Source: an optimization exercise on an open RTL-to-GDS flow (aim: small area, a short achievable clock period and few clock cycles per item). Production flows keep margins and buffers that such runs may drop.
Function was not checked in any run shown here: the RTL went through the layout flow alone.
No activity file was given, so power comes from the tool's default toggle rates.

==> flow/design.v (outline; a module is shown in full before it is edited, if it fits) <==
// module mm_load_buffer: 108 lines
// module mm_pe_row: 1146 lines
// module mm_engine: 79 lines
// module mm_z_buffer: 31 lines
// module mm_top: 73 lines
module mm_top
(
  input  logic        clk_i,
  input  logic        rst_i,
  input  logic        in_valid_i,
  input  logic [35:0] in_beat_i,
  output logic        in_ready_o,
  output logic        z_valid_o,
  output logic [79:0] z_o,
  input  logic        z_ready_i,
  output logic        busy_o
);
  // ...
==> flow/flow/run.sh <==
#!/bin/bash
# Layout with the standard flow; the only change is the port buffers:
# every input and output port still gets one, but as buf_2 rather than the
# delay cell the flow's default choice picks.
set -euo pipefail
export BUFFER_PORTS_ARGS="-buffer_cell sky130_fd_sc_hd__buf_2"
bash standard.sh synth > synth.log 2>&1
bash standard.sh > layout.log 2>&1
==> flow/standard.sh <==
#!/bin/bash
# synth_recipe.tcl (not shown) runs the flow's synth.tcl, then flattens the netlist and writes it again
# the make line also repeats each setting of config.mk as NAME=value (left out here)
make -C /OpenROAD-flow-scripts/flow DESIGN_CONFIG=/design/flow/config.mk WORK_HOME=/design/flow/orfs CLKGATE_MAP_FILE= SYNTH_SCRIPT=/design/flow/synth_recipe.tcl "${@:-finish}"
==> flow/config.mk <==
export PLATFORM = sky130hd
export DESIGN_NAME = mm_top
export DESIGN_NICKNAME = mm_top
export VERILOG_FILES = /design/flow/design.v
export SDC_FILE = /design/flow/constraint.sdc
export NUM_CORES = 4
export LEC_CHECK = 0
export CAP_MARGIN = 20
export CORE_MARGIN = 2
export CORE_UTILIZATION = 40
export CTS_CLUSTER_DIAMETER = 110
export CTS_CLUSTER_SIZE = 26
export SETUP_SLACK_MARGIN = 4.35
export SLEW_MARGIN = 20
==> flow/constraint.sdc <==
create_clock -name core_clock -period 7.0 [get_ports {clk_i}]
set_input_delay 1.4000 -clock core_clock [delete_from_list [all_inputs] [get_ports {clk_i}]]
set_output_delay 1.4000 -clock core_clock [all_outputs]
set_load 0.01 [all_outputs]
==> summary.txt, run 1 <==
Synth
  – Top_reg_cell synth: edfxtp_1
  – Syn Area/Cell: 11.9 um^2
  – Register area share after synthesis: 0.549
  – Area contributors post-synth: edfxtp_1 36%, dfxtp_1 19%, fa_1 9.6%, mux2_2 4.0%, a21oi_1 2.7%
  – Yosys warning count: 4

Setup path
  – Critical Path Sink: i_z_buffer.z_q[75]
  – Buf+Inv Stages, Crit Path: 0
  – CP max stage delay: 0.48 ns
  – Reg2Reg Depth: 8

Timing
  – Fmax: roughly 0.35 GHz
  – Worst-Margin Slew: ~1.1 ns

Clock network
  – CTS Buf Count: 29

Outcome
  – Status: finished clean

Drt
  – Wire length on met3: around 4000 um
  – Via count: 18,200
  – Top Layer Used: met4

Floorplanning
  – Tap cells: between 900 and 1,000
  – Die Width: 269 um

Hold path
  – Hold Crit Endpoint: i_engine.i_pe_row.cs2_q[1]
  – Worst hold path depth: 0

Finish
  – Fill cells: 6,309
  – Seq Cell Count: between 600 and 700
  – Multi-input gate count: 1,453
  – Antenna Cells: 1

GRT
  – Vias in the first global route: 16,600

Place
  – GPL Wtd Cong: 0.851
  – Port Buffers: 122
  – Post-DP HPWL: 45,900 um

Pwr
  – Clock distribution power: 1.97 mW
==> module mm_pe_row, before the edit <==
module mm_pe_row (
  input  logic        clk_i,
  input  logic [31:0] x_i,
  input  logic [31:0] w_i,
  input  logic [7:0]  y_i,
  output logic [19:0] z_o
);
  logic [119:0] cs1_q;
  logic [47:0] cs2_q;
  logic bo1;
  logic bt2;
  assign bo1 = w_i[0] ^ 1'b0;
  assign bt2 = (w_i[1] & ~w_i[0] & ~1'b0) | (~w_i[1] & w_i[0] & 1'b0);
  logic p3;
  assign p3 = (bo1 & x_i[0]) ^ w_i[1];
  logic p4;
  assign p4 = ((bo1 & x_i[1]) | (bt2 & x_i[0])) ^ w_i[1];
  logic p5;
  assign p5 = ((bo1 & x_i[2]) | (bt2 & x_i[1])) ^ w_i[1];
  logic p6;
  assign p6 = ((bo1 & x_i[3]) | (bt2 & x_i[2])) ^ w_i[1];
  logic p7;
  assign p7 = ((bo1 & x_i[4]) | (bt2 & x_i[3])) ^ w_i[1];
  logic p8;
  assign p8 = ((bo1 & x_i[5]) | (bt2 & x_i[4])) ^ w_i[1];
  logic p9;
  assign p9 = ((bo1 & x_i[6]) | (bt2 & x_i[5])) ^ w_i[1];
  logic p10;
  assign p10 = ((bo1 & x_i[7]) | (bt2 & x_i[6])) ^ w_i[1];
  logic p11;
  assign p11 = ~(((bo1 & x_i[7]) | (bt2 & x_i[7])) ^ w_i[1]);
  logic bo12;
  logic bt13;
  assign bo12 = w_i[2] ^ w_i[1];
  assign bt13 = (w_i[3] & ~w_i[2] & ~w_i[1]) | (~w_i[3] & w_i[2] & w_i[1]);
  logic p14;
  assign p14 = (bo12 & x_i[0]) ^ w_i[3];
  logic p15;
  assign p15 = ((bo12 & x_i[1]) | (bt13 & x_i[0])) ^ w_i[3];
  logic p16;
  assign p16 = ((bo12 & x_i[2]) | (bt13 & x_i[1])) ^ w_i[3];
  logic p17;
  assign p17 = ((bo12 & x_i[3]) | (bt13 & x_i[2])) ^ w_i[3];
  logic p18;
  assign p18 = ((bo12 & x_i[4]) | (bt13 & x_i[3])) ^ w_i[3];
  logic p19;
  assign p19 = ((bo12 & x_i[5]) | (bt13 & x_i[4])) ^ w_i[3];
  logic p20;
  assign p20 = ((bo12 & x_i[6]) | (bt13 & x_i[5])) ^ w_i[3];
  logic p21;
  assign p21 = ((bo12 & x_i[7]) | (bt13 & x_i[6])) ^ w_i[3];
  logic p22;
  assign p22 = ~(((bo12 & x_i[7]) | (bt13 & x_i[7])) ^ w_i[3]);
  logic bo23;
  logic bt24;
  assign bo23 = w_i[4] ^ w_i[3];
  assign bt24 = (w_i[5] & ~w_i[4] & ~w_i[3]) | (~w_i[5] & w_i[4] & w_i[3]);
  logic p25;
  assign p25 = (bo23 & x_i[0]) ^ w_i[5];
  logic p26;
  assign p26 = ((bo23 & x_i[1]) | (bt24 & x_i[0])) ^ w_i[5];
  logic p27;
  assign p27 = ((bo23 & x_i[2]) | (bt24 & x_i[1])) ^ w_i[5];
  logic p28;
  assign p28 = ((bo23 & x_i[3]) | (bt24 & x_i[2])) ^ w_i[5];
  logic p29;
  assign p29 = ((bo23 & x_i[4]) | (bt24 & x_i[3])) ^ w_i[5];
  logic p30;
  assign p30 = ((bo23 & x_i[5]) | (bt24 & x_i[4])) ^ w_i[5];
  logic p31;
  assign p31 = ((bo23 & x_i[6]) | (bt24 & x_i[5])) ^ w_i[5];
  logic p32;
  assign p32 = ((bo23 & x_i[7]) | (bt24 & x_i[6])) ^ w_i[5];
  logic p33;
  assign p33 = ~(((bo23 & x_i[7]) | (bt24 & x_i[7])) ^ w_i[5]);
  logic bo34;
  logic bt35;
  assign bo34 = w_i[6] ^ w_i[5];
  assign bt35 = (w_i[7] & ~w_i[6] & ~w_i[5]) | (~w_i[7] & w_i[6] & w_i[5]);
  logic p36;
  assign p36 = (bo34 & x_i[0]) ^ w_i[7];
  logic p37;
  assign p37 = ((bo34 & x_i[1]) | (bt35 & x_i[0])) ^ w_i[7];
  logic p38;
  assign p38 = ((bo34 & x_i[2]) | (bt35 & x_i[1])) ^ w_i[7];
  logic p39;
  assign p39 = ((bo34 & x_i[3]) | (bt35 & x_i[2])) ^ w_i[7];
  logic p40;
  assign p40 = ((bo34 & x_i[4]) | (bt35 & x_i[3])) ^ w_i[7];
  logic p41;
  assign p41 = ((bo34 & x_i[5]) | (bt35 & x_i[4])) ^ w_i[7];
  logic p42;
  assign p42 = ((bo34 & x_i[6]) | (bt35 & x_i[5])) ^ w_i[7];
  logic p43;
  assign p43 = ((bo34 & x_i[7]) | (bt35 & x_i[6])) ^ w_i[7];
  logic p44;
  assign p44 = ~(((bo34 & x_i[7]) | (bt35 & x_i[7])) ^ w_i[7]);
  logic bo45;
  logic bt46;
  assign bo45 = w_i[8] ^ 1'b0;
  assign bt46 = (w_i[9] & ~w_i[8] & ~1'b0) | (~w_i[9] & w_i[8] & 1'b0);
  logic p47;
  assign p47 = (bo45 & x_i[8]) ^ w_i[9];
  logic p48;
  assign p48 = ((bo45 & x_i[9]) | (bt46 & x_i[8])) ^ w_i[9];
  logic p49;
  assign p49 = ((bo45 & x_i[10]) | (bt46 & x_i[9])) ^ w_i[9];
  logic p50;
  assign p50 = ((bo45 & x_i[11]) | (bt46 & x_i[10])) ^ w_i[9];
  logic p51;
  assign p51 = ((bo45 & x_i[12]) | (bt46 & x_i[11])) ^ w_i[9];
  logic p52;
  assign p52 = ((bo45 & x_i[13]) | (bt46 & x_i[12])) ^ w_i[9];
  logic p53;
  assign p53 = ((bo45 & x_i[14]) | (bt46 & x_i[13])) ^ w_i[9];
  logic p54;
  assign p54 = ((bo45 & x_i[15]) | (bt46 & x_i[14])) ^ w_i[9];
  logic p55;
  assign p55 = ~(((bo45 & x_i[15]) | (bt46 & x_i[15])) ^ w_i[9]);
  logic bo56;
  logic bt57;
  assign bo56 = w_i[10] ^ w_i[9];
  assign bt57 = (w_i[11] & ~w_i[10] & ~w_i[9]) | (~w_i[11] & w_i[10] & w_i[9]);
  logic p58;
  assign p58 = (bo56 & x_i[8]) ^ w_i[11];
  logic p59;
  assign p59 = ((bo56 & x_i[9]) | (bt57 & x_i[8])) ^ w_i[11];
  logic p60;
  assign p60 = ((bo56 & x_i[10]) | (bt57 & x_i[9])) ^ w_i[11];
  logic p61;
  assign p61 = ((bo56 & x_i[11]) | (bt57 & x_i[10])) ^ w_i[11];
  logic p62;
  assign p62 = ((bo56 & x_i[12]) | (bt57 & x_i[11])) ^ w_i[11];
  logic p63;
  assign p63 = ((bo56 & x_i[13]) | (bt57 & x_i[12])) ^ w_i[11];
  logic p64;
  assign p64 = ((bo56 & x_i[14]) | (bt57 & x_i[13])) ^ w_i[11];
  logic p65;
  assign p65 = ((bo56 & x_i[15]) | (bt57 & x_i[14])) ^ w_i[11];
  logic p66;
  assign p66 = ~(((bo56 & x_i[15]) | (bt57 & x_i[15])) ^ w_i[11]);
  logic bo67;
  logic bt68;
  assign bo67 = w_i[12] ^ w_i[11];
  assign bt68 = (w_i[13] & ~w_i[12] & ~w_i[11]) | (~w_i[13] & w_i[12] & w_i[11]);
  logic p69;
  assign p69 = (bo67 & x_i[8]) ^ w_i[13];
  logic p70;
  assign p70 = ((bo67 & x_i[9]) | (bt68 & x_i[8])) ^ w_i[13];
  logic p71;
  assign p71 = ((bo67 & x_i[10]) | (bt68 & x_i[9])) ^ w_i[13];
  logic p72;
  assign p72 = ((bo67 & x_i[11]) | (bt68 & x_i[10])) ^ w_i[13];
  logic p73;
  assign p73 = ((bo67 & x_i[12]) | (bt68 & x_i[11])) ^ w_i[13];
  logic p74;
  assign p74 = ((bo67 & x_i[13]) | (bt68 & x_i[12])) ^ w_i[13];
  logic p75;
  assign p75 = ((bo67 & x_i[14]) | (bt68 & x_i[13])) ^ w_i[13];
  logic p76;
  assign p76 = ((bo67 & x_i[15]) | (bt68 & x_i[14])) ^ w_i[13];
  logic p77;
  assign p77 = ~(((bo67 & x_i[15]) | (bt68 & x_i[15])) ^ w_i[13]);
  logic bo78;
  logic bt79;
  assign bo78 = w_i[14] ^ w_i[13];
  assign bt79 = (w_i[15] & ~w_i[14] & ~w_i[13]) | (~w_i[15] & w_i[14] & w_i[13]);
  logic p80;
  assign p80 = (bo78 & x_i[8]) ^ w_i[15];
  logic p81;
  assign p81 = ((bo78 & x_i[9]) | (bt79 & x_i[8])) ^ w_i[15];
  logic p82;
  assign p82 = ((bo78 & x_i[10]) | (bt79 & x_i[9])) ^ w_i[15];
  logic p83;
  assign p83 = ((bo78 & x_i[11]) | (bt79 & x_i[10])) ^ w_i[15];
  logic p84;
  assign p84 = ((bo78 & x_i[12]) | (bt79 & x_i[11])) ^ w_i[15];
  logic p85;
  assign p85 = ((bo78 & x_i[13]) | (bt79 & x_i[12])) ^ w_i[15];
  logic p86;
  assign p86 = ((bo78 & x_i[14]) | (bt79 & x_i[13])) ^ w_i[15];
  logic p87;
  assign p87 = ((bo78 & x_i[15]) | (bt79 & x_i[14])) ^ w_i[15];
  logic p88;
  assign p88 = ~(((bo78 & x_i[15]) | (bt79 & x_i[15])) ^ w_i[15]);
  logic bo89;
  logic bt90;
  assign bo89 = w_i[16] ^ 1'b0;
  assign bt90 = (w_i[17] & ~w_i[16] & ~1'b0) | (~w_i[17] & w_i[16] & 1'b0);
  logic p91;
  assign p91 = (bo89 & x_i[16]) ^ w_i[17];
  logic p92;
  assign p92 = ((bo89 & x_i[17]) | (bt90 & x_i[16])) ^ w_i[17];
  logic p93;
  assign p93 = ((bo89 & x_i[18]) | (bt90 & x_i[17])) ^ w_i[17];
  logic p94;
  assign p94 = ((bo89 & x_i[19]) | (bt90 & x_i[18])) ^ w_i[17];
  logic p95;
  assign p95 = ((bo89 & x_i[20]) | (bt90 & x_i[19])) ^ w_i[17];
  logic p96;
  assign p96 = ((bo89 & x_i[21]) | (bt90 & x_i[20])) ^ w_i[17];
  logic p97;
  assign p97 = ((bo89 & x_i[22]) | (bt90 & x_i[21])) ^ w_i[17];
  logic p98;
  assign p98 = ((bo89 & x_i[23]) | (bt90 & x_i[22])) ^ w_i[17];
  logic p99;
  assign p99 = ~(((bo89 & x_i[23]) | (bt90 & x_i[23])) ^ w_i[17]);
  logic bo100;
  logic bt101;
  assign bo100 = w_i[18] ^ w_i[17];
  assign bt101 = (w_i[19] & ~w_i[18] & ~w_i[17]) | (~w_i[19] & w_i[18] & w_i[17]);
  logic p102;
  assign p102 = (bo100 & x_i[16]) ^ w_i[19];
  logic p103;
  assign p103 = ((bo100 & x_i[17]) | (bt101 & x_i[16])) ^ w_i[19];
  logic p104;
  assign p104 = ((bo100 & x_i[18]) | (bt101 & x_i[17])) ^ w_i[19];
  logic p105;
  assign p105 = ((bo100 & x_i[19]) | (bt101 & x_i[18])) ^ w_i[19];
  logic p106;
  assign p106 = ((bo100 & x_i[20]) | (bt101 & x_i[19])) ^ w_i[19];
  logic p107;
  assign p107 = ((bo100 & x_i[21]) | (bt101 & x_i[20])) ^ w_i[19];
  logic p108;
  assign p108 = ((bo100 & x_i[22]) | (bt101 & x_i[21])) ^ w_i[19];
  logic p109;
  assign p109 = ((bo100 & x_i[23]) | (bt101 & x_i[22])) ^ w_i[19];
  logic p110;
  assign p110 = ~(((bo100 & x_i[23]) | (bt101 & x_i[23])) ^ w_i[19]);
  logic bo111;
  logic bt112;
  assign bo111 = w_i[20] ^ w_i[19];
  assign bt112 = (w_i[21] & ~w_i[20] & ~w_i[19]) | (~w_i[21] & w_i[20] & w_i[19]);
  logic p113;
  assign p113 = (bo111 & x_i[16]) ^ w_i[21];
  logic p114;
  assign p114 = ((bo111 & x_i[17]) | (bt112 & x_i[16])) ^ w_i[21];
  logic p115;
  assign p115 = ((bo111 & x_i[18]) | (bt112 & x_i[17])) ^ w_i[21];
  logic p116;
  assign p116 = ((bo111 & x_i[19]) | (bt112 & x_i[18])) ^ w_i[21];
  logic p117;
  assign p117 = ((bo111 & x_i[20]) | (bt112 & x_i[19])) ^ w_i[21];
  logic p118;
  assign p118 = ((bo111 & x_i[21]) | (bt112 & x_i[20])) ^ w_i[21];
  logic p119;
  assign p119 = ((bo111 & x_i[22]) | (bt112 & x_i[21])) ^ w_i[21];
  logic p120;
  assign p120 = ((bo111 & x_i[23]) | (bt112 & x_i[22])) ^ w_i[21];
  logic p121;
  assign p121 = ~(((bo111 & x_i[23]) | (bt112 & x_i[23])) ^ w_i[21]);
  logic bo122;
  logic bt123;
  assign bo122 = w_i[22] ^ w_i[21];
  assign bt123 = (w_i[23] & ~w_i[22] & ~w_i[21]) | (~w_i[23] & w_i[22] & w_i[21]);
  logic p124;
  assign p124 = (bo122 & x_i[16]) ^ w_i[23];
  logic p125;
  assign p125 = ((bo122 & x_i[17]) | (bt123 & x_i[16])) ^ w_i[23];
  logic p126;
  assign p126 = ((bo122 & x_i[18]) | (bt123 & x_i[17])) ^ w_i[23];
  logic p127;
  assign p127 = ((bo122 & x_i[19]) | (bt123 & x_i[18])) ^ w_i[23];
  logic p128;
  assign p128 = ((bo122 & x_i[20]) | (bt123 & x_i[19])) ^ w_i[23];
  logic p129;
  assign p129 = ((bo122 & x_i[21]) | (bt123 & x_i[20])) ^ w_i[23];
  logic p130;
  assign p130 = ((bo122 & x_i[22]) | (bt123 & x_i[21])) ^ w_i[23];
  logic p131;
  assign p131 = ((bo122 & x_i[23]) | (bt123 & x_i[22])) ^ w_i[23];
  logic p132;
  assign p132 = ~(((bo122 & x_i[23]) | (bt123 & x_i[23])) ^ w_i[23]);
  logic bo133;
  logic bt134;
  assign bo133 = w_i[24] ^ 1'b0;
  assign bt134 = (w_i[25] & ~w_i[24] & ~1'b0) | (~w_i[25] & w_i[24] & 1'b0);
  logic p135;
  assign p135 = (bo133 & x_i[24]) ^ w_i[25];
  logic p136;
  assign p136 = ((bo133 & x_i[25]) | (bt134 & x_i[24])) ^ w_i[25];
  logic p137;
  assign p137 = ((bo133 & x_i[26]) | (bt134 & x_i[25])) ^ w_i[25];
  logic p138;
  assign p138 = ((bo133 & x_i[27]) | (bt134 & x_i[26])) ^ w_i[25];
  logic p139;
  assign p139 = ((bo133 & x_i[28]) | (bt134 & x_i[27])) ^ w_i[25];
  logic p140;
  assign p140 = ((bo133 & x_i[29]) | (bt134 & x_i[28])) ^ w_i[25];
  logic p141;
  assign p141 = ((bo133 & x_i[30]) | (bt134 & x_i[29])) ^ w_i[25];
  logic p142;
  assign p142 = ((bo133 & x_i[31]) | (bt134 & x_i[30])) ^ w_i[25];
  logic p143;
  assign p143 = ~(((bo133 & x_i[31]) | (bt134 & x_i[31])) ^ w_i[25]);
  logic bo144;
  logic bt145;
  assign bo144 = w_i[26] ^ w_i[25];
  assign bt145 = (w_i[27] & ~w_i[26] & ~w_i[25]) | (~w_i[27] & w_i[26] & w_i[25]);
  logic p146;
  assign p146 = (bo144 & x_i[24]) ^ w_i[27];
  logic p147;
  assign p147 = ((bo144 & x_i[25]) | (bt145 & x_i[24])) ^ w_i[27];
  logic p148;
  assign p148 = ((bo144 & x_i[26]) | (bt145 & x_i[25])) ^ w_i[27];
  logic p149;
  assign p149 = ((bo144 & x_i[27]) | (bt145 & x_i[26])) ^ w_i[27];
  logic p150;
  assign p150 = ((bo144 & x_i[28]) | (bt145 & x_i[27])) ^ w_i[27];
  logic p151;
  assign p151 = ((bo144 & x_i[29]) | (bt145 & x_i[28])) ^ w_i[27];
  logic p152;
  assign p152 = ((bo144 & x_i[30]) | (bt145 & x_i[29])) ^ w_i[27];
  logic p153;
  assign p153 = ((bo144 & x_i[31]) | (bt145 & x_i[30])) ^ w_i[27];
  logic p154;
  assign p154 = ~(((bo144 & x_i[31]) | (bt145 & x_i[31])) ^ w_i[27]);
  logic bo155;
  logic bt156;
  assign bo155 = w_i[28] ^ w_i[27];
  assign bt156 = (w_i[29] & ~w_i[28] & ~w_i[27]) | (~w_i[29] & w_i[28] & w_i[27]);
  logic p157;
  assign p157 = (bo155 & x_i[24]) ^ w_i[29];
  logic p158;
  assign p158 = ((bo155 & x_i[25]) | (bt156 & x_i[24])) ^ w_i[29];
  logic p159;
  assign p159 = ((bo155 & x_i[26]) | (bt156 & x_i[25])) ^ w_i[29];
  logic p160;
  assign p160 = ((bo155 & x_i[27]) | (bt156 & x_i[26])) ^ w_i[29];
  logic p161;
  assign p161 = ((bo155 & x_i[28]) | (bt156 & x_i[27])) ^ w_i[29];
  logic p162;
  assign p162 = ((bo155 & x_i[29]) | (bt156 & x_i[28])) ^ w_i[29];
  logic p163;
  assign p163 = ((bo155 & x_i[30]) | (bt156 & x_i[29])) ^ w_i[29];
  logic p164;
  assign p164 = ((bo155 & x_i[31]) | (bt156 & x_i[30])) ^ w_i[29];
  logic p165;
  assign p165 = ~(((bo155 & x_i[31]) | (bt156 & x_i[31])) ^ w_i[29]);
  logic bo166;
  logic bt167;
  assign bo166 = w_i[30] ^ w_i[29];
  assign bt167 = (w_i[31] & ~w_i[30] & ~w_i[29]) | (~w_i[31] & w_i[30] & w_i[29]);
  logic p168;
  assign p168 = (bo166 & x_i[24]) ^ w_i[31];
  logic p169;
  assign p169 = ((bo166 & x_i[25]) | (bt167 & x_i[24])) ^ w_i[31];
  logic p170;
  assign p170 = ((bo166 & x_i[26]) | (bt167 & x_i[25])) ^ w_i[31];
  logic p171;
  assign p171 = ((bo166 & x_i[27]) | (bt167 & x_i[26])) ^ w_i[31];
  logic p172;
  assign p172 = ((bo166 & x_i[28]) | (bt167 & x_i[27])) ^ w_i[31];
  logic p173;
  assign p173 = ((bo166 & x_i[29]) | (bt167 & x_i[28])) ^ w_i[31];
  logic p174;
  assign p174 = ((bo166 & x_i[30]) | (bt167 & x_i[29])) ^ w_i[31];
  logic p175;
  assign p175 = ((bo166 & x_i[31]) | (bt167 & x_i[30])) ^ w_i[31];
  logic p176;
  assign p176 = ~(((bo166 & x_i[31]) | (bt167 & x_i[31])) ^ w_i[31]);
  logic s177;
  logic c178;
  assign s177 = w_i[1] ^ w_i[9] ^ w_i[17];
  assign c178 = (w_i[1] & w_i[9]) | (w_i[1] & w_i[17]) | (w_i[9] & w_i[17]);
  logic s179;
  logic c180;
  assign s179 = w_i[25] ^ y_i[0] ^ p3;
  assign c180 = (w_i[25] & y_i[0]) | (w_i[25] & p3) | (y_i[0] & p3);
  logic s181;
  logic c182;
  assign s181 = p47 ^ p91 ^ p135;
  assign c182 = (p47 & p91) | (p47 & p135) | (p91 & p135);
  logic s183;
  logic c184;
  assign s183 = y_i[1] ^ p4 ^ p48;
  assign c184 = (y_i[1] & p4) | (y_i[1] & p48) | (p4 & p48);
  logic s185;
  logic c186;
  assign s185 = w_i[3] ^ w_i[11] ^ w_i[19];
  assign c186 = (w_i[3] & w_i[11]) | (w_i[3] & w_i[19]) | (w_i[11] & w_i[19]);
  logic s187;
  logic c188;
  assign s187 = w_i[27] ^ y_i[2] ^ p5;
  assign c188 = (w_i[27] & y_i[2]) | (w_i[27] & p5) | (y_i[2] & p5);
  logic s189;
  logic c190;
  assign s189 = p14 ^ p49 ^ p58;
  assign c190 = (p14 & p49) | (p14 & p58) | (p49 & p58);
  logic s191;
  logic c192;
  assign s191 = p93 ^ p102 ^ p137;
  assign c192 = (p93 & p102) | (p93 & p137) | (p102 & p137);
  logic s193;
  logic c194;
  assign s193 = y_i[3] ^ p6 ^ p15;
  assign c194 = (y_i[3] & p6) | (y_i[3] & p15) | (p6 & p15);
  logic s195;
  logic c196;
  assign s195 = p50 ^ p59 ^ p94;
  assign c196 = (p50 & p59) | (p50 & p94) | (p59 & p94);
  logic s197;
  logic c198;
  assign s197 = p103 ^ p138 ^ p147;
  assign c198 = (p103 & p138) | (p103 & p147) | (p138 & p147);
  logic s199;
  logic c200;
  assign s199 = w_i[5] ^ w_i[13] ^ w_i[21];
  assign c200 = (w_i[5] & w_i[13]) | (w_i[5] & w_i[21]) | (w_i[13] & w_i[21]);
  logic s201;
  logic c202;
  assign s201 = w_i[29] ^ y_i[4] ^ p7;
  assign c202 = (w_i[29] & y_i[4]) | (w_i[29] & p7) | (y_i[4] & p7);
  logic s203;
  logic c204;
  assign s203 = p16 ^ p25 ^ p51;
  assign c204 = (p16 & p25) | (p16 & p51) | (p25 & p51);
  logic s205;
  logic c206;
  assign s205 = p60 ^ p69 ^ p95;
  assign c206 = (p60 & p69) | (p60 & p95) | (p69 & p95);
  logic s207;
  logic c208;
  assign s207 = p104 ^ p113 ^ p139;
  assign c208 = (p104 & p113) | (p104 & p139) | (p113 & p139);
  logic s209;
  logic c210;
  assign s209 = y_i[5] ^ p8 ^ p17;
  assign c210 = (y_i[5] & p8) | (y_i[5] & p17) | (p8 & p17);
  logic s211;
  logic c212;
  assign s211 = p26 ^ p52 ^ p61;
  assign c212 = (p26 & p52) | (p26 & p61) | (p52 & p61);
  logic s213;
  logic c214;
  assign s213 = p70 ^ p96 ^ p105;
  assign c214 = (p70 & p96) | (p70 & p105) | (p96 & p105);
  logic s215;
  logic c216;
  assign s215 = p114 ^ p140 ^ p149;
  assign c216 = (p114 & p140) | (p114 & p149) | (p140 & p149);
  logic s217;
  logic c218;
  assign s217 = w_i[7] ^ w_i[15] ^ w_i[23];
  assign c218 = (w_i[7] & w_i[15]) | (w_i[7] & w_i[23]) | (w_i[15] & w_i[23]);
  logic s219;
  logic c220;
  assign s219 = w_i[31] ^ y_i[6] ^ p9;
  assign c220 = (w_i[31] & y_i[6]) | (w_i[31] & p9) | (y_i[6] & p9);
  logic s221;
  logic c222;
  assign s221 = p18 ^ p27 ^ p36;
  assign c222 = (p18 & p27) | (p18 & p36) | (p27 & p36);
  logic s223;
  logic c224;
  assign s223 = p53 ^ p62 ^ p71;
  assign c224 = (p53 & p62) | (p53 & p71) | (p62 & p71);
  logic s225;
  logic c226;
  assign s225 = p80 ^ p97 ^ p106;
  assign c226 = (p80 & p97) | (p80 & p106) | (p97 & p106);
  logic s227;
  logic c228;
  assign s227 = p115 ^ p124 ^ p141;
  assign c228 = (p115 & p124) | (p115 & p141) | (p124 & p141);
  logic s229;
  logic c230;
  assign s229 = p150 ^ p159 ^ p168;
  assign c230 = (p150 & p159) | (p150 & p168) | (p159 & p168);
  logic s231;
  logic c232;
  assign s231 = 1'b1 ^ ~y_i[7] ^ p10;
  assign c232 = (1'b1 & ~y_i[7]) | (1'b1 & p10) | (~y_i[7] & p10);
  logic s233;
  logic c234;
  assign s233 = p19 ^ p28 ^ p37;
  assign c234 = (p19 & p28) | (p19 & p37) | (p28 & p37);
  logic s235;
  logic c236;
  assign s235 = p54 ^ p63 ^ p72;
  assign c236 = (p54 & p63) | (p54 & p72) | (p63 & p72);
  logic s237;
  logic c238;
  assign s237 = p81 ^ p98 ^ p107;
  assign c238 = (p81 & p98) | (p81 & p107) | (p98 & p107);
  logic s239;
  logic c240;
  assign s239 = p116 ^ p125 ^ p142;
  assign c240 = (p116 & p125) | (p116 & p142) | (p125 & p142);
  logic s241;
  logic c242;
  assign s241 = p151 ^ p160 ^ p169;
  assign c242 = (p151 & p160) | (p151 & p169) | (p160 & p169);
  logic s243;
  logic c244;
  assign s243 = 1'b1 ^ p11 ^ p20;
  assign c244 = (1'b1 & p11) | (1'b1 & p20) | (p11 & p20);
  logic s245;
  logic c246;
  assign s245 = p29 ^ p38 ^ p55;
  assign c246 = (p29 & p38) | (p29 & p55) | (p38 & p55);
  logic s247;
  logic c248;
  assign s247 = p64 ^ p73 ^ p82;
  assign c248 = (p64 & p73) | (p64 & p82) | (p73 & p82);
  logic s249;
  logic c250;
  assign s249 = p99 ^ p108 ^ p117;
  assign c250 = (p99 & p108) | (p99 & p117) | (p108 & p117);
  logic s251;
  logic c252;
  assign s251 = p126 ^ p143 ^ p152;
  assign c252 = (p126 & p143) | (p126 & p152) | (p143 & p152);
  logic s253;
  logic c254;
  assign s253 = 1'b1 ^ p21 ^ p30;
  assign c254 = (1'b1 & p21) | (1'b1 & p30) | (p21 & p30);
  logic s255;
  logic c256;
  assign s255 = p39 ^ p65 ^ p74;
  assign c256 = (p39 & p65) | (p39 & p74) | (p65 & p74);
  logic s257;
  logic c258;
  assign s257 = p83 ^ p109 ^ p118;
  assign c258 = (p83 & p109) | (p83 & p118) | (p109 & p118);
  logic s259;
  logic c260;
  assign s259 = p127 ^ p153 ^ p162;
  assign c260 = (p127 & p153) | (p127 & p162) | (p153 & p162);
  logic s261;
  logic c262;
  assign s261 = p22 ^ p31 ^ p40;
  assign c262 = (p22 & p31) | (p22 & p40) | (p31 & p40);
  logic s263;
  logic c264;
  assign s263 = p66 ^ p75 ^ p84;
  assign c264 = (p66 & p75) | (p66 & p84) | (p75 & p84);
  logic s265;
  logic c266;
  assign s265 = p110 ^ p119 ^ p128;
  assign c266 = (p110 & p119) | (p110 & p128) | (p119 & p128);
  logic s267;
  logic c268;
  assign s267 = p154 ^ p163 ^ p172;
  assign c268 = (p154 & p163) | (p154 & p172) | (p163 & p172);
  logic s269;
  logic c270;
  assign s269 = 1'b1 ^ p32 ^ p41;
  assign c270 = (1'b1 & p32) | (1'b1 & p41) | (p32 & p41);
  logic s271;
  logic c272;
  assign s271 = p76 ^ p85 ^ p120;
  assign c272 = (p76 & p85) | (p76 & p120) | (p85 & p120);
  logic s273;
  logic c274;
  assign s273 = p129 ^ p164 ^ p173;
  assign c274 = (p129 & p164) | (p129 & p173) | (p164 & p173);
  logic s275;
  logic c276;
  assign s275 = p33 ^ p42 ^ p77;
  assign c276 = (p33 & p42) | (p33 & p77) | (p42 & p77);
  logic s277;
  logic c278;
  assign s277 = p86 ^ p121 ^ p130;
  assign c278 = (p86 & p121) | (p86 & p130) | (p121 & p130);
  logic s279;
  logic c280;
  assign s279 = 1'b1 ^ p43 ^ p87;
  assign c280 = (1'b1 & p43) | (1'b1 & p87) | (p43 & p87);
  logic s281;
  logic c282;
  assign s281 = p44 ^ p88 ^ p132;
  assign c282 = (p44 & p88) | (p44 & p132) | (p88 & p132);
  logic s283;
  logic c284;
  assign s283 = cs1_q[22] ^ cs1_q[23];
  assign c284 = cs1_q[22] & cs1_q[23];
  logic s285;
  logic c286;
  assign s285 = cs1_q[32] ^ cs1_q[33] ^ cs1_q[34];
  assign c286 = (cs1_q[32] & cs1_q[33]) | (cs1_q[32] & cs1_q[34]) | (cs1_q[33] & cs1_q[34]);
  logic s287;
  logic c288;
  assign s287 = cs1_q[42] ^ cs1_q[43] ^ cs1_q[44];
  assign c288 = (cs1_q[42] & cs1_q[43]) | (cs1_q[42] & cs1_q[44]) | (cs1_q[43] & cs1_q[44]);
  logic s289;
  logic c290;
  assign s289 = cs1_q[45] ^ cs1_q[46];
  assign c290 = cs1_q[45] & cs1_q[46];
  logic s291;
  logic c292;
  assign s291 = cs1_q[53] ^ cs1_q[54] ^ cs1_q[55];
  assign c292 = (cs1_q[53] & cs1_q[54]) | (cs1_q[53] & cs1_q[55]) | (cs1_q[54] & cs1_q[55]);
  logic s293;
  logic c294;
  assign s293 = cs1_q[56] ^ cs1_q[57] ^ cs1_q[58];
  assign c294 = (cs1_q[56] & cs1_q[57]) | (cs1_q[56] & cs1_q[58]) | (cs1_q[57] & cs1_q[58]);
  logic s295;
  logic c296;
  assign s295 = cs1_q[59] ^ cs1_q[60] ^ cs1_q[61];
  assign c296 = (cs1_q[59] & cs1_q[60]) | (cs1_q[59] & cs1_q[61]) | (cs1_q[60] & cs1_q[61]);
  logic s297;
  logic c298;
  assign s297 = cs1_q[66] ^ cs1_q[67] ^ cs1_q[68];
  assign c298 = (cs1_q[66] & cs1_q[67]) | (cs1_q[66] & cs1_q[68]) | (cs1_q[67] & cs1_q[68]);
  logic s299;
  logic c300;
  assign s299 = cs1_q[69] ^ cs1_q[70] ^ cs1_q[71];
  assign c300 = (cs1_q[69] & cs1_q[70]) | (cs1_q[69] & cs1_q[71]) | (cs1_q[70] & cs1_q[71]);
  logic s301;
  logic c302;
  assign s301 = cs1_q[72] ^ cs1_q[73] ^ cs1_q[74];
  assign c302 = (cs1_q[72] & cs1_q[73]) | (cs1_q[72] & cs1_q[74]) | (cs1_q[73] & cs1_q[74]);
  logic s303;
  logic c304;
  assign s303 = cs1_q[75] ^ cs1_q[76];
  assign c304 = cs1_q[75] & cs1_q[76];
  logic s305;
  logic c306;
  assign s305 = cs1_q[79] ^ cs1_q[80] ^ cs1_q[81];
  assign c306 = (cs1_q[79] & cs1_q[80]) | (cs1_q[79] & cs1_q[81]) | (cs1_q[80] & cs1_q[81]);
  logic s307;
  logic c308;
  assign s307 = cs1_q[82] ^ cs1_q[83] ^ cs1_q[84];
  assign c308 = (cs1_q[82] & cs1_q[83]) | (cs1_q[82] & cs1_q[84]) | (cs1_q[83] & cs1_q[84]);
  logic s309;
  logic c310;
  assign s309 = cs1_q[85] ^ cs1_q[86];
  assign c310 = cs1_q[85] & cs1_q[86];
  logic s311;
  logic c312;
  assign s311 = cs1_q[89] ^ cs1_q[90] ^ cs1_q[91];
  assign c312 = (cs1_q[89] & cs1_q[90]) | (cs1_q[89] & cs1_q[91]) | (cs1_q[90] & cs1_q[91]);
  logic s313;
  logic c314;
  assign s313 = cs1_q[15] ^ cs1_q[16];
  assign c314 = cs1_q[15] & cs1_q[16];
  logic s315;
  logic c316;
  assign s315 = s283 ^ cs1_q[24] ^ cs1_q[25];
  assign c316 = (s283 & cs1_q[24]) | (s283 & cs1_q[25]) | (cs1_q[24] & cs1_q[25]);
  logic s317;
  logic c318;
  assign s317 = cs1_q[26] ^ cs1_q[27] ^ cs1_q[28];
  assign c318 = (cs1_q[26] & cs1_q[27]) | (cs1_q[26] & cs1_q[28]) | (cs1_q[27] & cs1_q[28]);
  logic s319;
  logic c320;
  assign s319 = c284 ^ s285 ^ cs1_q[35];
  assign c320 = (c284 & s285) | (c284 & cs1_q[35]) | (s285 & cs1_q[35]);
  logic s321;
  logic c322;
  assign s321 = cs1_q[36] ^ cs1_q[37] ^ cs1_q[38];
  assign c322 = (cs1_q[36] & cs1_q[37]) | (cs1_q[36] & cs1_q[38]) | (cs1_q[37] & cs1_q[38]);
  logic s323;
  logic c324;
  assign s323 = cs1_q[39] ^ cs1_q[40];
  assign c324 = cs1_q[39] & cs1_q[40];
  logic s325;
  logic c326;
  assign s325 = c286 ^ s287 ^ s289;
  assign c326 = (c286 & s287) | (c286 & s289) | (s287 & s289);
  logic s327;
  logic c328;
  assign s327 = cs1_q[47] ^ cs1_q[48] ^ cs1_q[49];
  assign c328 = (cs1_q[47] & cs1_q[48]) | (cs1_q[47] & cs1_q[49]) | (cs1_q[48] & cs1_q[49]);
  logic s329;
  logic c330;
  assign s329 = cs1_q[50] ^ cs1_q[51] ^ cs1_q[52];
  assign c330 = (cs1_q[50] & cs1_q[51]) | (cs1_q[50] & cs1_q[52]) | (cs1_q[51] & cs1_q[52]);
  logic s331;
  logic c332;
  assign s331 = c288 ^ c290 ^ s291;
  assign c332 = (c288 & c290) | (c288 & s291) | (c290 & s291);
  logic s333;
  logic c334;
  assign s333 = s293 ^ s295 ^ cs1_q[62];
  assign c334 = (s293 & s295) | (s293 & cs1_q[62]) | (s295 & cs1_q[62]);
  logic s335;
  logic c336;
  assign s335 = cs1_q[63] ^ cs1_q[64] ^ cs1_q[65];
  assign c336 = (cs1_q[63] & cs1_q[64]) | (cs1_q[63] & cs1_q[65]) | (cs1_q[64] & cs1_q[65]);
  logic s337;
  logic c338;
  assign s337 = c292 ^ c294 ^ c296;
  assign c338 = (c292 & c294) | (c292 & c296) | (c294 & c296);
  logic s339;
  logic c340;
  assign s339 = s297 ^ s299 ^ s301;
  assign c340 = (s297 & s299) | (s297 & s301) | (s299 & s301);
  logic s341;
  logic c342;
  assign s341 = s303 ^ cs1_q[77] ^ cs1_q[78];
  assign c342 = (s303 & cs1_q[77]) | (s303 & cs1_q[78]) | (cs1_q[77] & cs1_q[78]);
  logic s343;
  logic c344;
  assign s343 = c298 ^ c300 ^ c302;
  assign c344 = (c298 & c300) | (c298 & c302) | (c300 & c302);
  logic s345;
  logic c346;
  assign s345 = c304 ^ s305 ^ s307;
  assign c346 = (c304 & s305) | (c304 & s307) | (s305 & s307);
  logic s347;
  logic c348;
  assign s347 = s309 ^ cs1_q[87] ^ cs1_q[88];
  assign c348 = (s309 & cs1_q[87]) | (s309 & cs1_q[88]) | (cs1_q[87] & cs1_q[88]);
  logic s349;
  logic c350;
  assign s349 = c306 ^ c308 ^ c310;
  assign c350 = (c306 & c308) | (c306 & c310) | (c308 & c310);
  logic s351;
  logic c352;
  assign s351 = s311 ^ cs1_q[92] ^ cs1_q[93];
  assign c352 = (s311 & cs1_q[92]) | (s311 & cs1_q[93]) | (cs1_q[92] & cs1_q[93]);
  logic s353;
  logic c354;
  assign s353 = cs1_q[94] ^ cs1_q[95] ^ cs1_q[96];
  assign c354 = (cs1_q[94] & cs1_q[95]) | (cs1_q[94] & cs1_q[96]) | (cs1_q[95] & cs1_q[96]);
  logic s355;
  logic c356;
  assign s355 = c312 ^ cs1_q[97] ^ cs1_q[98];
  assign c356 = (c312 & cs1_q[97]) | (c312 & cs1_q[98]) | (cs1_q[97] & cs1_q[98]);
  logic s357;
  logic c358;
  assign s357 = cs1_q[99] ^ cs1_q[100] ^ cs1_q[101];
  assign c358 = (cs1_q[99] & cs1_q[100]) | (cs1_q[99] & cs1_q[101]) | (cs1_q[100] & cs1_q[101]);
  logic s359;
  logic c360;
  assign s359 = cs1_q[102] ^ cs1_q[103];
  assign c360 = cs1_q[102] & cs1_q[103];
  logic s361;
  logic c362;
  assign s361 = cs1_q[104] ^ cs1_q[105] ^ cs1_q[106];
  assign c362 = (cs1_q[104] & cs1_q[105]) | (cs1_q[104] & cs1_q[106]) | (cs1_q[105] & cs1_q[106]);
  logic s363;
  logic c364;
  assign s363 = cs1_q[107] ^ cs1_q[108] ^ cs1_q[109];
  assign c364 = (cs1_q[107] & cs1_q[108]) | (cs1_q[107] & cs1_q[109]) | (cs1_q[108] & cs1_q[109]);
  logic s365;
  logic c366;
  assign s365 = cs1_q[111] ^ cs1_q[112];
  assign c366 = cs1_q[111] & cs1_q[112];
  logic s367;
  logic c368;
  assign s367 = cs1_q[3] ^ cs1_q[4] ^ cs1_q[5];
  assign c368 = (cs1_q[3] & cs1_q[4]) | (cs1_q[3] & cs1_q[5]) | (cs1_q[4] & cs1_q[5]);
  logic s369;
  logic c370;
  assign s369 = cs1_q[9] ^ cs1_q[10] ^ cs1_q[11];
  assign c370 = (cs1_q[9] & cs1_q[10]) | (cs1_q[9] & cs1_q[11]) | (cs1_q[10] & cs1_q[11]);
  logic s371;
  logic c372;
  assign s371 = cs1_q[12] ^ cs1_q[13];
  assign c372 = cs1_q[12] & cs1_q[13];
  logic s373;
  logic c374;
  assign s373 = s313 ^ cs1_q[17] ^ cs1_q[18];
  assign c374 = (s313 & cs1_q[17]) | (s313 & cs1_q[18]) | (cs1_q[17] & cs1_q[18]);
  logic s375;
  logic c376;
  assign s375 = cs1_q[19] ^ cs1_q[20] ^ cs1_q[21];
  assign c376 = (cs1_q[19] & cs1_q[20]) | (cs1_q[19] & cs1_q[21]) | (cs1_q[20] & cs1_q[21]);
  logic s377;
  logic c378;
  assign s377 = c314 ^ s315 ^ s317;
  assign c378 = (c314 & s315) | (c314 & s317) | (s315 & s317);
  logic s379;
  logic c380;
  assign s379 = cs1_q[29] ^ cs1_q[30] ^ cs1_q[31];
  assign c380 = (cs1_q[29] & cs1_q[30]) | (cs1_q[29] & cs1_q[31]) | (cs1_q[30] & cs1_q[31]);
  logic s381;
  logic c382;
  assign s381 = c316 ^ c318 ^ s319;
  assign c382 = (c316 & c318) | (c316 & s319) | (c318 & s319);
  logic s383;
  logic c384;
  assign s383 = s321 ^ s323 ^ cs1_q[41];
  assign c384 = (s321 & s323) | (s321 & cs1_q[41]) | (s323 & cs1_q[41]);
  logic s385;
  logic c386;
  assign s385 = c320 ^ c322 ^ c324;
  assign c386 = (c320 & c322) | (c320 & c324) | (c322 & c324);
  logic s387;
  logic c388;
  assign s387 = s325 ^ s327 ^ s329;
  assign c388 = (s325 & s327) | (s325 & s329) | (s327 & s329);
  logic s389;
  logic c390;
  assign s389 = c326 ^ c328 ^ c330;
  assign c390 = (c326 & c328) | (c326 & c330) | (c328 & c330);
  logic s391;
  logic c392;
  assign s391 = s331 ^ s333 ^ s335;
  assign c392 = (s331 & s333) | (s331 & s335) | (s333 & s335);
  logic s393;
  logic c394;
  assign s393 = c332 ^ c334 ^ c336;
  assign c394 = (c332 & c334) | (c332 & c336) | (c334 & c336);
  logic s395;
  logic c396;
  assign s395 = s337 ^ s339 ^ s341;
  assign c396 = (s337 & s339) | (s337 & s341) | (s339 & s341);
  logic s397;
  logic c398;
  assign s397 = c338 ^ c340 ^ c342;
  assign c398 = (c338 & c340) | (c338 & c342) | (c340 & c342);
  logic s399;
  logic c400;
  assign s399 = s343 ^ s345 ^ s347;
  assign c400 = (s343 & s345) | (s343 & s347) | (s345 & s347);
  logic s401;
  logic c402;
  assign s401 = c344 ^ c346 ^ c348;
  assign c402 = (c344 & c346) | (c344 & c348) | (c346 & c348);
  logic s403;
  logic c404;
  assign s403 = s349 ^ s351 ^ s353;
  assign c404 = (s349 & s351) | (s349 & s353) | (s351 & s353);
  logic s405;
  logic c406;
  assign s405 = c350 ^ c352 ^ c354;
  assign c406 = (c350 & c352) | (c350 & c354) | (c352 & c354);
  logic s407;
  logic c408;
  assign s407 = s355 ^ s357 ^ s359;
  assign c408 = (s355 & s357) | (s355 & s359) | (s357 & s359);
  logic s409;
  logic c410;
  assign s409 = c356 ^ c358 ^ c360;
  assign c410 = (c356 & c358) | (c356 & c360) | (c358 & c360);
  logic s411;
  logic c412;
  assign s411 = s361 ^ s363 ^ cs1_q[110];
  assign c412 = (s361 & s363) | (s361 & cs1_q[110]) | (s363 & cs1_q[110]);
  logic s413;
  logic c414;
  assign s413 = c362 ^ c364 ^ s365;
  assign c414 = (c362 & c364) | (c362 & s365) | (c364 & s365);
  logic s415;
  logic c416;
  assign s415 = cs1_q[113] ^ cs1_q[114] ^ cs1_q[115];
  assign c416 = (cs1_q[113] & cs1_q[114]) | (cs1_q[113] & cs1_q[115]) | (cs1_q[114] & cs1_q[115]);
  logic s417;
  logic c418;
  assign s417 = c366 ^ cs1_q[116] ^ cs1_q[117];
  assign c418 = (c366 & cs1_q[116]) | (c366 & cs1_q[117]) | (cs1_q[116] & cs1_q[117]);
  logic s419;
  logic c420;
  assign s419 = s367 ^ cs1_q[6];
  assign c420 = s367 & cs1_q[6];
  logic s421;
  logic c422;
  assign s421 = c368 ^ s369 ^ s371;
  assign c422 = (c368 & s369) | (c368 & s371) | (s369 & s371);
  logic s423;
  logic c424;
  assign s423 = c370 ^ c372 ^ s373;
  assign c424 = (c370 & c372) | (c370 & s373) | (c372 & s373);
  logic s425;
  logic c426;
  assign s425 = c374 ^ c376 ^ s377;
  assign c426 = (c374 & c376) | (c374 & s377) | (c376 & s377);
  logic s427;
  logic c428;
  assign s427 = c378 ^ c380 ^ s381;
  assign c428 = (c378 & c380) | (c378 & s381) | (c380 & s381);
  logic s429;
  logic c430;
  assign s429 = c382 ^ c384 ^ s385;
  assign c430 = (c382 & c384) | (c382 & s385) | (c384 & s385);
  logic s431;
  logic c432;
  assign s431 = c386 ^ c388 ^ s389;
  assign c432 = (c386 & c388) | (c386 & s389) | (c388 & s389);
  logic s433;
  logic c434;
  assign s433 = c390 ^ c392 ^ s393;
  assign c434 = (c390 & c392) | (c390 & s393) | (c392 & s393);
  logic s435;
  logic c436;
  assign s435 = c394 ^ c396 ^ s397;
  assign c436 = (c394 & c396) | (c394 & s397) | (c396 & s397);
  logic s437;
  logic c438;
  assign s437 = c398 ^ c400 ^ s401;
  assign c438 = (c398 & c400) | (c398 & s401) | (c400 & s401);
  logic s439;
  logic c440;
  assign s439 = c402 ^ c404 ^ s405;
  assign c440 = (c402 & c404) | (c402 & s405) | (c404 & s405);
  logic s441;
  logic c442;
  assign s441 = c406 ^ c408 ^ s409;
  assign c442 = (c406 & c408) | (c406 & s409) | (c408 & s409);
  logic s443;
  logic c444;
  assign s443 = c410 ^ c412 ^ s413;
  assign c444 = (c410 & c412) | (c410 & s413) | (c412 & s413);
  logic s445;
  logic c446;
  assign s445 = c414 ^ c416 ^ s417;
  assign c446 = (c414 & c416) | (c414 & s417) | (c416 & s417);
  logic s447;
  logic c448;
  assign s447 = c418 ^ cs1_q[119];
  assign c448 = c418 & cs1_q[119];
  logic s449;
  logic c450;
  assign s449 = cs2_q[0] ^ cs2_q[1];
  assign c450 = cs2_q[0] & cs2_q[1];
  logic s451;
  logic c452;
  assign s451 = cs2_q[3] ^ cs2_q[4] ^ cs2_q[5];
  assign c452 = (cs2_q[3] & cs2_q[4]) | (cs2_q[3] & cs2_q[5]) | (cs2_q[4] & cs2_q[5]);
  logic s453;
  logic c454;
  assign s453 = cs2_q[6] ^ cs2_q[7] ^ cs2_q[8];
  assign c454 = (cs2_q[6] & cs2_q[7]) | (cs2_q[6] & cs2_q[8]) | (cs2_q[7] & cs2_q[8]);
  logic s455;
  logic c456;
  assign s455 = cs2_q[9] ^ cs2_q[10] ^ cs2_q[11];
  assign c456 = (cs2_q[9] & cs2_q[10]) | (cs2_q[9] & cs2_q[11]) | (cs2_q[10] & cs2_q[11]);
  logic s457;
  logic c458;
  assign s457 = cs2_q[12] ^ cs2_q[13] ^ cs2_q[14];
  assign c458 = (cs2_q[12] & cs2_q[13]) | (cs2_q[12] & cs2_q[14]) | (cs2_q[13] & cs2_q[14]);
  logic s459;
  logic c460;
  assign s459 = cs2_q[15] ^ cs2_q[16] ^ cs2_q[17];
  assign c460 = (cs2_q[15] & cs2_q[16]) | (cs2_q[15] & cs2_q[17]) | (cs2_q[16] & cs2_q[17]);
  logic s461;
  logic c462;
  assign s461 = cs2_q[18] ^ cs2_q[19] ^ cs2_q[20];
  assign c462 = (cs2_q[18] & cs2_q[19]) | (cs2_q[18] & cs2_q[20]) | (cs2_q[19] & cs2_q[20]);
  logic s463;
  logic c464;
  assign s463 = cs2_q[21] ^ cs2_q[22] ^ cs2_q[23];
  assign c464 = (cs2_q[21] & cs2_q[22]) | (cs2_q[21] & cs2_q[23]) | (cs2_q[22] & cs2_q[23]);
  logic s465;
  logic c466;
  assign s465 = cs2_q[24] ^ cs2_q[25] ^ cs2_q[26];
  assign c466 = (cs2_q[24] & cs2_q[25]) | (cs2_q[24] & cs2_q[26]) | (cs2_q[25] & cs2_q[26]);
  logic s467;
  logic c468;
  assign s467 = cs2_q[27] ^ cs2_q[28] ^ cs2_q[29];
  assign c468 = (cs2_q[27] & cs2_q[28]) | (cs2_q[27] & cs2_q[29]) | (cs2_q[28] & cs2_q[29]);
  logic s469;
  logic c470;
  assign s469 = cs2_q[30] ^ cs2_q[31] ^ cs2_q[32];
  assign c470 = (cs2_q[30] & cs2_q[31]) | (cs2_q[30] & cs2_q[32]) | (cs2_q[31] & cs2_q[32]);
  logic s471;
  logic c472;
  assign s471 = cs2_q[33] ^ cs2_q[34] ^ cs2_q[35];
  assign c472 = (cs2_q[33] & cs2_q[34]) | (cs2_q[33] & cs2_q[35]) | (cs2_q[34] & cs2_q[35]);
  logic s473;
  logic c474;
  assign s473 = cs2_q[36] ^ cs2_q[37] ^ cs2_q[38];
  assign c474 = (cs2_q[36] & cs2_q[37]) | (cs2_q[36] & cs2_q[38]) | (cs2_q[37] & cs2_q[38]);
  logic s475;
  logic c476;
  assign s475 = cs2_q[39] ^ cs2_q[40] ^ cs2_q[41];
  assign c476 = (cs2_q[39] & cs2_q[40]) | (cs2_q[39] & cs2_q[41]) | (cs2_q[40] & cs2_q[41]);
  logic s477;
  logic c478;
  assign s477 = cs2_q[42] ^ cs2_q[43] ^ cs2_q[44];
  assign c478 = (cs2_q[42] & cs2_q[43]) | (cs2_q[42] & cs2_q[44]) | (cs2_q[43] & cs2_q[44]);
  logic s479;
  logic c480;
  assign s479 = cs2_q[45] ^ cs2_q[46] ^ 1'b1;
  assign c480 = (cs2_q[45] & cs2_q[46]) | (cs2_q[45] & 1'b1) | (cs2_q[46] & 1'b1);
  always_ff @(posedge clk_i) begin
    cs1_q[0] <= s177;
    cs1_q[1] <= s179;
    cs1_q[2] <= s181;
    cs1_q[3] <= c178;
    cs1_q[4] <= c180;
    cs1_q[5] <= c182;
    cs1_q[6] <= s183;
    cs1_q[7] <= p92;
    cs1_q[8] <= p136;
    cs1_q[9] <= c184;
    cs1_q[10] <= s185;
    cs1_q[11] <= s187;
    cs1_q[12] <= s189;
    cs1_q[13] <= s191;
    cs1_q[14] <= p146;
    cs1_q[15] <= c186;
    cs1_q[16] <= c188;
    cs1_q[17] <= c190;
    cs1_q[18] <= c192;
    cs1_q[19] <= s193;
    cs1_q[20] <= s195;
    cs1_q[21] <= s197;
    cs1_q[22] <= c194;
    cs1_q[23] <= c196;
    cs1_q[24] <= c198;
    cs1_q[25] <= s199;
    cs1_q[26] <= s201;
    cs1_q[27] <= s203;
    cs1_q[28] <= s205;
    cs1_q[29] <= s207;
    cs1_q[30] <= p148;
    cs1_q[31] <= p157;
    cs1_q[32] <= c200;
    cs1_q[33] <= c202;
    cs1_q[34] <= c204;
    cs1_q[35] <= c206;
    cs1_q[36] <= c208;
    cs1_q[37] <= s209;
    cs1_q[38] <= s211;
    cs1_q[39] <= s213;
    cs1_q[40] <= s215;
    cs1_q[41] <= p158;
    cs1_q[42] <= c210;
    cs1_q[43] <= c212;
    cs1_q[44] <= c214;
    cs1_q[45] <= c216;
    cs1_q[46] <= s217;
    cs1_q[47] <= s219;
    cs1_q[48] <= s221;
    cs1_q[49] <= s223;
    cs1_q[50] <= s225;
    cs1_q[51] <= s227;
    cs1_q[52] <= s229;
    cs1_q[53] <= c218;
    cs1_q[54] <= c220;
    cs1_q[55] <= c222;
    cs1_q[56] <= c224;
    cs1_q[57] <= c226;
    cs1_q[58] <= c228;
    cs1_q[59] <= c230;
    cs1_q[60] <= s231;
    cs1_q[61] <= s233;
    cs1_q[62] <= s235;
    cs1_q[63] <= s237;
    cs1_q[64] <= s239;
    cs1_q[65] <= s241;
    cs1_q[66] <= c232;
    cs1_q[67] <= c234;
    cs1_q[68] <= c236;
    cs1_q[69] <= c238;
    cs1_q[70] <= c240;
    cs1_q[71] <= c242;
    cs1_q[72] <= s243;
    cs1_q[73] <= s245;
    cs1_q[74] <= s247;
    cs1_q[75] <= s249;
    cs1_q[76] <= s251;
    cs1_q[77] <= p161;
    cs1_q[78] <= p170;
    cs1_q[79] <= c244;
    cs1_q[80] <= c246;
    cs1_q[81] <= c248;
    cs1_q[82] <= c250;
    cs1_q[83] <= c252;
    cs1_q[84] <= s253;
    cs1_q[85] <= s255;
    cs1_q[86] <= s257;
    cs1_q[87] <= s259;
    cs1_q[88] <= p171;
    cs1_q[89] <= c254;
    cs1_q[90] <= c256;
    cs1_q[91] <= c258;
    cs1_q[92] <= c260;
    cs1_q[93] <= s261;
    cs1_q[94] <= s263;
    cs1_q[95] <= s265;
    cs1_q[96] <= s267;
    cs1_q[97] <= c262;
    cs1_q[98] <= c264;
    cs1_q[99] <= c266;
    cs1_q[100] <= c268;
    cs1_q[101] <= s269;
    cs1_q[102] <= s271;
    cs1_q[103] <= s273;
    cs1_q[104] <= c270;
    cs1_q[105] <= c272;
    cs1_q[106] <= c274;
    cs1_q[107] <= s275;
    cs1_q[108] <= s277;
    cs1_q[109] <= p165;
    cs1_q[110] <= p174;
    cs1_q[111] <= c276;
    cs1_q[112] <= c278;
    cs1_q[113] <= s279;
    cs1_q[114] <= p131;
    cs1_q[115] <= p175;
    cs1_q[116] <= c280;
    cs1_q[117] <= s281;
    cs1_q[118] <= p176;
    cs1_q[119] <= c282;
  end
  always_ff @(posedge clk_i) begin
    cs2_q[0] <= cs1_q[0];
    cs2_q[1] <= cs1_q[1];
    cs2_q[2] <= cs1_q[2];
    cs2_q[3] <= s419;
    cs2_q[4] <= cs1_q[7];
    cs2_q[5] <= cs1_q[8];
    cs2_q[6] <= c420;
    cs2_q[7] <= s421;
    cs2_q[8] <= cs1_q[14];
    cs2_q[9] <= c422;
    cs2_q[10] <= s423;
    cs2_q[11] <= s375;
    cs2_q[12] <= c424;
    cs2_q[13] <= s425;
    cs2_q[14] <= s379;
    cs2_q[15] <= c426;
    cs2_q[16] <= s427;
    cs2_q[17] <= s383;
    cs2_q[18] <= c428;
    cs2_q[19] <= s429;
    cs2_q[20] <= s387;
    cs2_q[21] <= c430;
    cs2_q[22] <= s431;
    cs2_q[23] <= s391;
    cs2_q[24] <= c432;
    cs2_q[25] <= s433;
    cs2_q[26] <= s395;
    cs2_q[27] <= c434;
    cs2_q[28] <= s435;
    cs2_q[29] <= s399;
    cs2_q[30] <= c436;
    cs2_q[31] <= s437;
    cs2_q[32] <= s403;
    cs2_q[33] <= c438;
    cs2_q[34] <= s439;
    cs2_q[35] <= s407;
    cs2_q[36] <= c440;
    cs2_q[37] <= s441;
    cs2_q[38] <= s411;
    cs2_q[39] <= c442;
    cs2_q[40] <= s443;
    cs2_q[41] <= s415;
    cs2_q[42] <= c444;
    cs2_q[43] <= s445;
    cs2_q[44] <= cs1_q[118];
    cs2_q[45] <= c446;
    cs2_q[46] <= s447;
    cs2_q[47] <= c448;
  end
  logic [19:0] ra, rb;
  assign ra = {1'b1, 1'b1, 1'b1, c480, c478, c476, c474, c472, c470, c468, c466, c464, c462, c460, c458, c456, c454, c452, c450, s449};
  assign rb = {1'b0, 1'b0, 1'b0, cs2_q[47], s479, s477, s475, s473, s471, s469, s467, s465, s463, s461, s459, s457, s455, s453, s451, cs2_q[2]};
  assign z_o = ra + rb;
endmodule
==> run 2: changes to the inputs <==
--- a/flow/design.v
+++ b/flow/design.v
@@ -1244,20 +1244,22 @@
     cs2_q[41] <= s415;
     cs2_q[42] <= c444;
     cs2_q[43] <= s445;
     cs2_q[44] <= cs1_q[118];
     cs2_q[45] <= c446;
     cs2_q[46] <= s447;
     cs2_q[47] <= c448;
   end
-  logic [19:0] ra, rb;
-  assign ra = {1'b1, 1'b1, 1'b1, c480, c478, c476, c474, c472, c470, c468, c466, c464, c462, c460, c458, c456, c454, c452, c450, s449};
-  assign rb = {1'b0, 1'b0, 1'b0, cs2_q[47], s479, s477, s475, s473, s471, s469, s467, s465, s463, s461, s459, s457, s455, s453, s451, cs2_q[2]};
-  assign z_o = ra + rb;
+  logic [17:0] ra, rb;
+  assign ra = {1'b1, c480, c478, c476, c474, c472, c470, c468, c466, c464, c462, c460, c458, c456, c454, c452, c450, s449};
+  assign rb = {1'b0, cs2_q[47], s479, s477, s475, s473, s471, s469, s467, s465, s463, s461, s459, s457, s455, s453, s451, cs2_q[2]};
+  logic [17:0] zs;
+  assign zs = ra + rb;
+  assign z_o = {{2{zs[17]}}, zs};
 endmodule
 `timescale 1ns/10ps
 module mm_engine
 (
   input  logic         clk_i,
   input  logic         rst_i,
   input  logic         comp_i,
   input  logic         bx_i,
@@ -1272,17 +1274,16 @@
   output logic         hold_o,
   output logic         wr_o,
   output logic         last_o,
   output logic [1:0]   row_o,
   output logic [19:0]  z_o
 );
   logic [3:0]    pend_q;
   logic [3:0]    sel_q;
-  logic [3:0]    seln_q;
   logic          v1_q, v2_q;
   logic          last1_q, last2_q;
   logic [1:0]    row1_q, row2_q;
   logic          unstarted, go;
   logic [3:0]    pend_n, rowbit_n, lowest_n, sel_n;
   logic [1:0]    sel_idx;
   logic [31:0]   xr;
   logic [7:0]    yr;
@@ -1303,29 +1304,27 @@
     end else begin
       pend_q <= pend_n;
       v1_q   <= go;
       v2_q   <= v1_q;
     end
   end
   always_ff @(posedge clk_i) begin
     sel_q   <= sel_n;
-    seln_q  <= ~sel_n;
     row1_q  <= sel_idx;
     last1_q <= (pend_q & ~sel_q) == 4'b0000;
     row2_q  <= row1_q;
     last2_q <= last1_q;
   end
   always_comb begin
     xr = '0;
     yr = '0;
     for (int j = 0; j < 4; j++) begin
-      xr[15:0]  = xr[15:0]  | (x_i[j*32 +: 16] & {16{sel_q[j]}});
-      xr[31:16] = xr[31:16] | (x_i[j*32+16 +: 16] & {16{~seln_q[j]}});
-      yr = yr | (y_i[j*8 +: 8] & {8{~seln_q[j]}});
+      xr = xr | (x_i[j*32 +: 32] & {32{sel_q[j]}});
+      yr = yr | (y_i[j*8 +: 8] & {8{sel_q[j]}});
     end
   end
   mm_pe_row i_pe_row (
     .clk_i ( clk_i ),
     .x_i   ( xr    ),
     .w_i   ( w_i   ),
     .y_i   ( yr    ),
     .z_o   ( z_o   )
==> flow/run.sh (new file) <==
#!/bin/bash
# synth_recipe.tcl (not shown) runs the flow's synth.tcl, then flattens the netlist and writes it again
# the make line also repeats each setting of config.mk as NAME=value (left out here)
make -C /OpenROAD-flow-scripts/flow DESIGN_CONFIG=/design/flow/config.mk WORK_HOME=/design/flow/orfs CLKGATE_MAP_FILE= SYNTH_SCRIPT=/design/flow/synth_recipe.tcl finish
==> flow/config.mk (replaced) <==
export PLATFORM = sky130hd
export DESIGN_NAME = mm_top
export DESIGN_NICKNAME = mm_top
export VERILOG_FILES = /design/flow/design.v
export SDC_FILE = /design/flow/constraint.sdc
export NUM_CORES = 4
export LEC_CHECK = 0
export CAP_MARGIN = 20
export CORE_MARGIN = 2
export CORE_UTILIZATION = 40
export SETUP_SLACK_MARGIN = 4.35
export SLEW_MARGIN = 20
removed: flow/flow/run.sh
removed: flow/standard.sh
==> run 2 against run 1 <==
Effect of this change:
- still clean on timing, DRC and antenna
- power is 19% higher
- final cell count up 0.62%
- clock power increased by 61%
- clock skew is 0.019 ns higher
- global-route usage increased by 0.50 points
- wire length rose by 0.70%
- cell area increased by 2.5%
- critical path depth rose by 1
- sequential share of layout area shrank 1.9 points
- maximum frequency grew 1.9%
- non-clock buffer count shrank 11
- register-to-register slack gained 0.05 ns
- largest cell class unchanged
- highest routed layer is now met5
==> summary.txt, run 2 <==
Outcome
  – Status: finished clean (unchanged)

Hold path
  – Worst hold path depth: 0 (unchanged)
  – Hold Path Class: register to register (unchanged)

Synth
  – Synth area leader: edfxtp_1 (unchanged)
  – Syn Area/Cell: 11.8 um^2 (was 11.9 um^2)
  – Top_reg_cell synth: edfxtp_1 (unchanged)
  – Async set or reset register ratio after synthesis: 0 (unchanged)
  – Register area share after synthesis: 0.548 (was 0.549)
  – Yosys warning count: 4 (unchanged)
  – Area contributors post-synth: edfxtp_1 36%, dfxtp_1 19%, fa_1 9.7%, nand2_1 3.0%, maj3_1 2.8% (was edfxtp_1 36%, dfxtp_1 19%, fa_1 9.6%, mux2_2 4.0%, a21oi_1 2.7%)

Setup path
  – CP max FO: 4 (unchanged)
  – Critical Path Sink: i_z_buffer.z_q[10] (was i_z_buffer.z_q[75])
  – CP max-delay cell: fa_1 (unchanged)
  – Type of origin of the critical path: register (unchanged)
  – WS Path Type: register to register (unchanged)
  – Required @ worst endpoint: 7.42 ns (was 7.45 ns)
  – CP max stage delay: 0.51 ns (was 0.48 ns)
  – R2R Setup Slk: 4.22 ns (was 4.16 ns)
  – Reg2Reg Depth: 9 (was 8)

GRT
  – Vias in the first global route: 17,300 (was 16,600)
  – GRT overflow: 0 (unchanged)
  – Initial antenna violation count: 2 (was 0)

Clock network
  – CTS hold repair buffers: 0 (unchanged)
  – Clock sink total: 594 (was 602)
  – CTS tree: yes (unchanged)
  – CTS Buf Count: 60 (was 29)
  – Clock tree buffer depth: 3 (unchanged)
  – CTS root buf: clkbuf_16 (unchanged)

Finish
  – Layout cell share with drive strength beyond 1: 0.177 (was 0.193)
  – Antenna Cells: 0 (was 1)
  – Util after Layout: 0.472 (was 0.453)
  – Reg area: 15,200 um^2 (was 15,400 um^2)
  – Most frequent cells in the layout: 332 x edfxtp_1, 256 x dfxtp_1, 212 x nand2_1, 132 x fa_1, 117 x inv_1 (was 336 x edfxtp_1, 258 x dfxtp_1, 154 x nand2_1, 141 x a21oi_1, 134 x fa_1)
  – Area grow syn2layout: 16.6% (was 12.4%)
  – Fill cells: 5,996 (was 6,309)

Pwr
  – Leakage: 12.0 nW (was 11.6 nW)

Timing
  – Slew headroom: 0.272 (was 0.286)
  – Total Neg Setup Slack: 0 ns (unchanged)
  – Fmax: 0.359 GHz (was 0.353 GHz)
  – Worst-Margin Slew: 1.09 ns (was 1.07 ns)

Place
  – Port Buffers: 122 (unchanged)
  – GPL Wtd Cong: 0.864 (was 0.851)
  – Post-DP HPWL: 45,200 um (was 45,900 um)

Drt
  – Via count: 18,100 (was 18,200)
  – Vias per cell: 5.31 (was 5.37)
  – WL final: 67,400 um (was 66,900 um)

Floorplanning
  – Core footprint: 68,600 um^2 (was 69,800 um^2)
  – Die Width: 267 um (was 269 um)
  – Top Ports: 123 (unchanged)
run 2: kinds of logic (layout without fill, tap and decap cells):
kind of cell             Yosys count  count (layout)  share of synthesized area
AO/OA/AOI/OAI                    561             561                      0.135
XOR/XNOR                          45              45                     0.0142
adder cells (fa/ha/maj)          248             248                      0.141
buffers and inverters            317             440                     0.0467
flip-flops                       594             594                      0.548
multiplexers                      83              83                     0.0330
AND/OR/NAND/NOR                  505             509                     0.0815
run 2: cell type report:
class	count	area share
multi-input combinational	1446	0.363
inverter	122	0.0148
sequential	594	0.470
timing repair inverter	1	0.000155
clock inverter	22	0.00870
clock buffer	92	0.0530
timing repair buffer	203	0.0541
tap	931	0.0360
run 2: worst min path at each step:
stage                                          start                    endpoint  slack (ns)
after floorplan           i_engine.i_pe_row.cs1_q[0]  i_engine.i_pe_row.cs2_q[0]        0.31
after global placement              i_engine.last1_q            i_engine.last2_q        0.31
after detailed placement  i_engine.i_pe_row.cs1_q[0]  i_engine.i_pe_row.cs2_q[0]        0.32
after CTS                 i_engine.i_pe_row.cs1_q[7]  i_engine.i_pe_row.cs2_q[4]        0.33
after global routing      i_engine.i_pe_row.cs1_q[1]  i_engine.i_pe_row.cs2_q[1]        0.34
final                               i_engine.last1_q            i_engine.last2_q        0.33
run 2: metrics by stage:
step           cell area (um^2)  instances  worst slack, ns
6_report                  32400       3411             4.22
5_1_grt                   32400       3411             4.15
4_1_cts                   32100       3391             4.26
3_5_place_dp              29600       3241             2.54
3_3_place_gp              29600       3241             2.65
2_1_floorplan             27800       2353             2.47
run 2: layer usage:
layer / vias up / track usage / wire [um]
met5: - / 0 / 23
met4: 4 / 0.0571 / 1800
li1: 8618 / - / -
met2: 595 / 0.301 / 31600
met1: 8790 / 0.250 / 29700
met3: 98 / 0.0342 / 4310
run 2: report_power, final:
group	internal [mW]	leakage [nW]	switching [mW]
Clock	1.85	0.960	1.33
Combinational	0.0773	5.75	0.0708
Sequential	3.79	5.24	0.0427
Total	5.71	12.0	1.45
run 2: critical path: cells and delay by family, from the launching register on:
family          cells  cell delay (ns)
buf+inv             1             0.14
flops               1             0.32
fa+ha+maj           2             0.87
compound gates      6             1.25
run 2: repair_timing:
item / in CTS / in global routing
pin swaps: 20 / 19
gates resized for setup: 336 / 107
setup buffers: 28 / 14
cloned: 8 / 2
endpoints found under the setup margin: 431 / 219

-- separate check: timing with driven ports --
The results above use ideal ports. As a check the final layouts listed here were re-extracted and re-timed, cells and wires unchanged. Step 1 assumes that a clkbuf_16 drives the clock port and a buf_2 every other input. Step 2 also shifts input and output timing later by t, the mid clock arrival at the registers, as if the neighbouring blocks saw the same clock. Three values: no drivers, after step 1, after step 2; two values: the first two.
| run | shift t [ns] | slack for setup (ns) | worst setup path after step 2 | worst register clock-pin slew, ns |
|---|---|---|---|---|
| run 1 | 0.686 | 4.165 / 4.165 / 3.683 | input to register | 0.11 / 0.11 |
| run 2 | 0.693 | 4.216 / 4.216 / 3.734 | input to register | 0.07 / 0.07 |
After both steps setup and hold are still met in every run listed.
